This is an optimization exercise on Yosys and OpenROAD, whose aim is small area, a short achievable clock period and few clock cycles, not a production implementation.
Function was checked by simulation only, so behaviour that the tests miss may differ from the original.
Power is estimated from default activity; no workload was simulated.

==> inputs of trial 68 <==
==> flow/design.v <==
module data_memory_pipe (
  input  logic        clk,
  input  logic        rst,
  input  logic        req_valid,
  output logic        req_ready,
  input  logic        req_write,
  input  logic [15:0] address,
  input  logic [15:0] store_data,
  input  logic [1:0]  byte_en,
  output logic [15:0] load_data,
  output logic        load_valid,
  output logic        addr_err
);
  localparam int NQ    = 4;    
  localparam int NPART = 8;    
  logic        rdy;
  logic        clr2;           
  logic [1:0]  ph;             
  logic [1:0]  nph;            
  logic        clr;
  logic        accept;
  logic        in_range;
  logic        st_in;          
  logic        h_in;           
  logic [NQ-1:0]       q_v;
  logic [NQ-1:0][7:0]  q_addr;
  logic [NQ-1:0][15:0] q_data;
  logic [NQ-1:0][1:0]  q_be;
  logic [NQ-1:0]       q_el;     
  logic [15:0] w_row;          
  logic [7:0]  w_col;          
  logic [1:0]  w_be;           
  logic [15:0] w_data;         
  logic [7:0]  w_addr;
  logic        w_fwd;          
  logic        a_ld, a_err, a_inr;
  logic [7:0]  a_addr;
  logic [NPART-1:0][15:0] a_rcol;   
  logic [NPART-1:0][1:0]  a_rrow;   
  logic        a_rpol;              
  logic        b_ld, b_err;
  logic [NPART-1:0][15:0] b_part;
  logic        b_rpol;
  logic [1:0]  b_fwd_be;
  logic [15:0] b_fwd_data;
  logic        c_ld, c_err;
  logic [15:0] c_data;
  logic        d_ld, d_err;
  logic [15:0] d_data;
  logic [15:0] slot [256];
  logic [NPART-1:0][15:0] part;
  assign nph      = rst ? 2'd0 : ph + 2'd1;
  assign clr      = rst || clr2;
  assign in_range = (address[15:8] == 8'd0);
  assign accept   = req_valid && rdy && !rst;
  assign st_in    = accept && req_write && in_range && (byte_en != 2'b00);
  assign h_in     = (address[0] == nph[0]);
  always_ff @(posedge clk) begin
    if (rst) begin
      ph   <= 2'd0;
      clr2 <= 1'b1;
    end else begin
      ph   <= nph;
      clr2 <= 1'b0;
    end
  end
  logic [NQ-1:0]       hit;       
  logic [NQ-1:0]       pick;      
  logic                pick_in;   
  logic                any_el, any_merge;
  logic [NQ-1:0]       merge;     
  logic [NQ-1:0]       ins;       
  logic [NQ-1:0]       nq_v, nq_el;
  logic [7:0]          p_addr;
  logic [15:0]         p_data;
  logic [1:0]          p_be;
  always_comb begin
    any_el = |q_el;
    for (int i = 0; i < NQ; i++) begin
      logic lower;
      lower = 1'b0;
      for (int n = 0; n < i; n++) lower = lower | q_el[n];
      pick[i] = q_el[i] && !lower;
    end
    pick_in = st_in && (address[0] != nph[0]) && !any_el;
    p_addr = address[7:0] & {8{pick_in}};
    p_data = store_data;
    p_be   = byte_en & {2{pick_in}};
    for (int i = 0; i < NQ; i++) begin
      p_addr = p_addr | (q_addr[i] & {8{pick[i]}});
      p_be   = p_be   | (q_be[i] & {2{pick[i]}});
    end
    if (any_el) begin
      p_data = '0;
      for (int i = 0; i < NQ; i++)
        p_data = p_data | (q_data[i] & {16{pick[i]}});
    end
    for (int i = 0; i < NQ; i++) begin
      hit[i]   = q_v[i] && (q_addr[i] == address[7:0]);
      merge[i] = st_in && hit[i] && !pick[i];
    end
    any_merge = |merge;
    for (int i = 0; i < NQ; i++) begin
      logic lower_free;
      lower_free = 1'b0;
      for (int n = 0; n < i; n++) lower_free = lower_free | !q_v[n];
      ins[i] = st_in && !pick_in && !any_merge && !q_v[i] && !lower_free;
    end
    for (int i = 0; i < NQ; i++) begin
      nq_v[i] = (q_v[i] && !pick[i]) || ins[i];
      nq_el[i] = ins[i] ? (address[0] == nph[0])
                        : (q_v[i] && !pick[i] && q_addr[i][0] == nph[0]);
    end
  end
  always_ff @(posedge clk) begin
    if (rst) begin
      q_v  <= '0;
      q_el <= '0;
      rdy  <= 1'b0;
    end else begin
      q_v  <= nq_v;
      q_el <= nq_el;
      rdy  <= !(&nq_v);
    end
    for (int i = 0; i < NQ; i++) begin
      if (ins[i]) begin
        q_addr[i] <= address[7:0];
        q_be[i]   <= byte_en;
      end else if (merge[i]) begin
        q_be[i]   <= q_be[i] | byte_en;
      end
      for (int b = 0; b < 2; b++)
        if (ins[i] || (merge[i] && byte_en[b]))
          q_data[i][8*b +: 8] <= store_data[8*b +: 8];
    end
    if (clr) begin
      w_row  <= '1;
      w_col  <= '1;
      w_be   <= 2'b11;
      w_data <= {16{nph[1]}};
      w_fwd  <= 1'b0;
    end else begin
      for (int i = 0; i < 16; i++) w_row[i] <= (p_addr[7:4] == 4'(i));
      for (int i = 0; i < 8; i++)  w_col[i] <= (p_addr[3:1] == 3'(i));
      w_be   <= p_be;
      w_data <= p_data ^ {16{nph[1]}};
      w_fwd  <= (p_be != 2'b00);
    end
    w_addr <= p_addr;
  end
  for (genvar p = 0; p < 128; p++) begin : g_ring
    for (genvar b = 0; b < 2; b++) begin : g_byte
      logic we;
      assign we = w_row[p / 8] && w_col[p % 8] && w_be[b];
      always_ff @(posedge clk) begin
        slot[2*p][8*b +: 8]     <= slot[2*p + 1][8*b +: 8];
        slot[2*p + 1][8*b +: 8] <= ~(we ? w_data[8*b +: 8] : slot[2*p][8*b +: 8]);
      end
    end
  end
  always_ff @(posedge clk) begin
    if (rst) begin
      a_ld  <= 1'b0;
      a_err <= 1'b0;
    end else begin
      a_ld  <= accept && !req_write;
      a_err <= accept && !in_range;
    end
    a_inr  <= in_range;
    a_addr <= address[7:0];
    for (int k = 0; k < NPART; k++) begin
      for (int j = 0; j < 16; j++)
        a_rcol[k][j] <= ({address[3:1], h_in} == 4'(j)) && (address[7:5] == 3'(k));
      a_rrow[k] <= {address[4], !address[4]} & {2{address[7:5] == 3'(k)}};
    end
    a_rpol <= nph[1] ^ (h_in && nph[0]);
  end
  always_comb begin
    for (int k = 0; k < NPART; k++) begin
      part[k] = '0;
      for (int r = 0; r < 2; r++) begin
        logic [15:0] g;
        g = '0;
        for (int j = 0; j < 16; j++)
          g = g | (slot[32*k + 16*r + j] & {16{a_rcol[k][j]}});
        part[k] = part[k] | (g & {16{a_rrow[k][r]}});
      end
    end
  end
  logic [1:0]  fwd_be;
  logic [15:0] fwd_data;
  logic [NQ-1:0][1:0] fm;
  logic [1:0]  wm, qm;
  always_comb begin
    for (int i = 0; i < NQ; i++)
      fm[i] = q_be[i] & {2{q_v[i] && q_addr[i] == a_addr}};
    wm = w_be & {2{w_fwd && w_addr == a_addr}};
    qm = '0;
    fwd_data = '0;
    for (int i = 0; i < NQ; i++) begin
      qm = qm | fm[i];
      for (int b = 0; b < 2; b++)
        fwd_data[8*b +: 8] = fwd_data[8*b +: 8] | (q_data[i][8*b +: 8] & {8{fm[i][b]}});
    end
    for (int b = 0; b < 2; b++)
      if (wm[b] && !qm[b])
        fwd_data[8*b +: 8] = w_data[8*b +: 8] ^ {8{ph[1]}};
    fwd_be = qm | wm;
  end
  always_ff @(posedge clk) begin
    if (rst) begin
      b_ld  <= 1'b0;
      b_err <= 1'b0;
    end else begin
      b_ld  <= a_ld;
      b_err <= a_err;
    end
    b_part     <= part;
    b_rpol     <= a_rpol;
    b_fwd_be   <= fwd_be & {2{a_inr}};
    b_fwd_data <= fwd_data;
  end
  logic [15:0] rd;
  always_comb begin
    rd = '0;
    for (int k = 0; k < NPART; k++)
      rd = rd | b_part[k];
    rd = rd ^ {16{b_rpol}};
    for (int b = 0; b < 2; b++)
      if (b_fwd_be[b])
        rd[8*b +: 8] = b_fwd_data[8*b +: 8];
  end
  always_ff @(posedge clk) begin
    if (rst) begin
      c_ld  <= 1'b0;
      c_err <= 1'b0;
      d_ld  <= 1'b0;
      d_err <= 1'b0;
    end else begin
      c_ld  <= b_ld;
      c_err <= b_err;
      d_ld  <= c_ld;
      d_err <= c_err;
    end
    c_data <= rd & {16{!b_err}};
    d_data <= c_data;
  end
  assign req_ready  = rdy;
  assign load_valid = d_ld;
  assign addr_err   = d_err;
  assign load_data  = d_data;
endmodule
==> flow/run.sh <==
#!/bin/bash
# synth_recipe.tcl (not shown) runs the flow's synth.tcl, then flattens the netlist and writes it again
# the make line also repeats each setting of config.mk as NAME=value (left out here)
make -C /OpenROAD-flow-scripts/flow DESIGN_CONFIG=/design/flow/config.mk WORK_HOME=/design/flow/orfs CLKGATE_MAP_FILE= SYNTH_SCRIPT=/design/flow/synth_recipe.tcl finish
==> flow/config.mk <==
export PLATFORM = sky130hd
export DESIGN_NAME = data_memory_pipe
export DESIGN_NICKNAME = data_memory_pipe
export VERILOG_FILES = /design/flow/design.v
export SDC_FILE = /design/flow/constraint.sdc
export NUM_CORES = 4
export LEC_CHECK = 0
export ABC_CLOCK_PERIOD_IN_PS = 1800
export CAP_MARGIN = 20
export CORE_MARGIN = 2
export CORE_UTILIZATION = 70
export CTS_CLUSTER_DIAMETER = 80
export CTS_CLUSTER_SIZE = 30
export SETUP_SLACK_MARGIN = 1.6
export SLEW_MARGIN = 20
export SYNTH_MEMORY_MAX_BITS = 8192
==> flow/constraint.sdc <==
create_clock -name core_clock -period 3.7 [get_ports {clk}]
set_input_delay 0.7400 -clock core_clock [delete_from_list [all_inputs] [get_ports {clk}]]
set_output_delay 0.7400 -clock core_clock [all_outputs]
set_load 0.01 [all_outputs]
==> build 90 (differences from trial 68) <==
--- a/flow/design.v
+++ b/flow/design.v
@@ -46,6 +46,4 @@
   logic        c_ld, c_err;
   logic [15:0] c_data;
-  logic        d_ld, d_err;
-  logic [15:0] d_data;
   logic [15:0] slot [256];
   logic [NPART-1:0][15:0] part;
@@ -235,18 +233,13 @@
       c_ld  <= 1'b0;
       c_err <= 1'b0;
-      d_ld  <= 1'b0;
-      d_err <= 1'b0;
     end else begin
       c_ld  <= b_ld;
       c_err <= b_err;
-      d_ld  <= c_ld;
-      d_err <= c_err;
     end
     c_data <= rd & {16{!b_err}};
-    d_data <= c_data;
   end
   assign req_ready  = rdy;
-  assign load_valid = d_ld;
-  assign addr_err   = d_err;
-  assign load_data  = d_data;
+  assign load_valid = c_ld;
+  assign addr_err   = c_err;
+  assign load_data  = c_data;
 endmodule
==> build 31 (differences from trial 68) <==
--- a/flow/design.v
+++ b/flow/design.v
@@ -12,5 +12,5 @@
   output logic        addr_err
 );
-  localparam int NQ    = 4;    
+  localparam int NQ    = 5;    
   localparam int NPART = 8;    
   logic        rdy;
@@ -23,4 +23,7 @@
   logic        st_in;          
   logic        h_in;           
+  logic        s_v;
+  logic [15:0] s_data;
+  logic [1:0]  s_be;
   logic [NQ-1:0]       q_v;
   logic [NQ-1:0][7:0]  q_addr;
@@ -72,7 +75,14 @@
   logic [NQ-1:0]       ins;       
   logic [NQ-1:0]       nq_v, nq_el;
+  logic [2:0]          nq_cnt;
   logic [7:0]          p_addr;
   logic [15:0]         p_data;
   logic [1:0]          p_be;
+  always_ff @(posedge clk) begin
+    if (rst) s_v <= 1'b0;
+    else     s_v <= st_in;
+    s_data <= store_data;
+    s_be   <= byte_en;
+  end
   always_comb begin
     any_el = |q_el;
@@ -83,8 +93,8 @@
       pick[i] = q_el[i] && !lower;
     end
-    pick_in = st_in && (address[0] != nph[0]) && !any_el;
-    p_addr = address[7:0] & {8{pick_in}};
-    p_data = store_data;
-    p_be   = byte_en & {2{pick_in}};
+    pick_in = s_v && (a_addr[0] != nph[0]) && !any_el;
+    p_addr = a_addr & {8{pick_in}};
+    p_data = s_data;
+    p_be   = s_be & {2{pick_in}};
     for (int i = 0; i < NQ; i++) begin
       p_addr = p_addr | (q_addr[i] & {8{pick[i]}});
@@ -97,6 +107,6 @@
     end
     for (int i = 0; i < NQ; i++) begin
-      hit[i]   = q_v[i] && (q_addr[i] == address[7:0]);
-      merge[i] = st_in && hit[i] && !pick[i];
+      hit[i]   = q_v[i] && (q_addr[i] == a_addr);
+      merge[i] = s_v && hit[i] && !pick[i];
     end
     any_merge = |merge;
@@ -105,9 +115,11 @@
       lower_free = 1'b0;
       for (int n = 0; n < i; n++) lower_free = lower_free | !q_v[n];
-      ins[i] = st_in && !pick_in && !any_merge && !q_v[i] && !lower_free;
-    end
+      ins[i] = s_v && !pick_in && !any_merge && !q_v[i] && !lower_free;
+    end
+    nq_cnt = '0;
     for (int i = 0; i < NQ; i++) begin
       nq_v[i] = (q_v[i] && !pick[i]) || ins[i];
-      nq_el[i] = ins[i] ? (address[0] == nph[0])
+      nq_cnt  = nq_cnt + {2'b00, nq_v[i]};
+      nq_el[i] = ins[i] ? (a_addr[0] == nph[0])
                         : (q_v[i] && !pick[i] && q_addr[i][0] == nph[0]);
     end
@@ -121,16 +133,16 @@
       q_v  <= nq_v;
       q_el <= nq_el;
-      rdy  <= !(&nq_v);
+      rdy  <= nq_cnt <= 3'(NQ - 2);
     end
     for (int i = 0; i < NQ; i++) begin
       if (ins[i]) begin
-        q_addr[i] <= address[7:0];
-        q_be[i]   <= byte_en;
+        q_addr[i] <= a_addr;
+        q_be[i]   <= s_be;
       end else if (merge[i]) begin
-        q_be[i]   <= q_be[i] | byte_en;
+        q_be[i]   <= q_be[i] | s_be;
       end
       for (int b = 0; b < 2; b++)
-        if (ins[i] || (merge[i] && byte_en[b]))
-          q_data[i][8*b +: 8] <= store_data[8*b +: 8];
+        if (ins[i] || (merge[i] && s_be[b]))
+          q_data[i][8*b +: 8] <= s_data[8*b +: 8];
     end
     if (clr) begin
Settings changed: CORE_UTILIZATION 70 to 78, CTS_CLUSTER_DIAMETER 80 to 70.
==> results.txt <==
- Between build 90 and build 31, the lower combinational power is in build 90 (gap 7.3%, measured against build 31).
- The highest register-to-register slack belongs to build 90, the lowest to build 31.
- The highest count of clock-buffer cells in the layout belongs to build 31, the lowest to trial 68.
- Fmax, highest first: build 90, trial 68, build 31.
- Trial 68 passed the timing, design-rule and antenna checks. Build 31 ran to the end with no violations. Build 90 finished with timing, DRC and antenna clean.
- Wire length, highest first: build 31, build 90, trial 68.
- In build 31 the area after synthesis is larger than in build 90, by about 1.1%.
- Flip-flop and latch count: build 90 < trial 68 < build 31.
- Clock power: build 90 is smaller than build 31 (about 4%).
Testbench counts of trial 68, summed over its fixed seeds: cycles 24,031.
Testbench counts of build 90, summed over its fixed seeds: cycles 24,022.
Testbench counts of build 31, summed over its fixed seeds: cycles 24,033.

## re-timing with driven ports
The results above use ideal ports. As a check the final layouts listed here were re-extracted and re-timed, cells and wires unchanged.
Step 1, drivers: a clkbuf_16 drives clk and a buf_2 each remaining input, both assumed.
Step 2 also shifts input and output timing later by t, the mid clock arrival at the registers, as if the neighbouring blocks saw the same clock.
Slacks: ideal / step 1 / step 2; pairs: ideal / step 1.
run	t (ns)	setup slack, ns	worst hold slack (ns)
trial 68	0.963	1.064 / 0.983 / 0.020	0.154 / 0.087 / 0.329
build 90	0.976	1.437 / 1.383 / 0.573	0.239 / 0.162 / 0.326
build 31	0.974	0.814 / 0.814 / 0.239	0.296 / 0.220 / 0.337
After both steps setup and hold are still met in every run listed. For trial 68, which loses most, drivers alone change the setup slack by -0.081 ns; drivers and shift together by -1.044 ns.
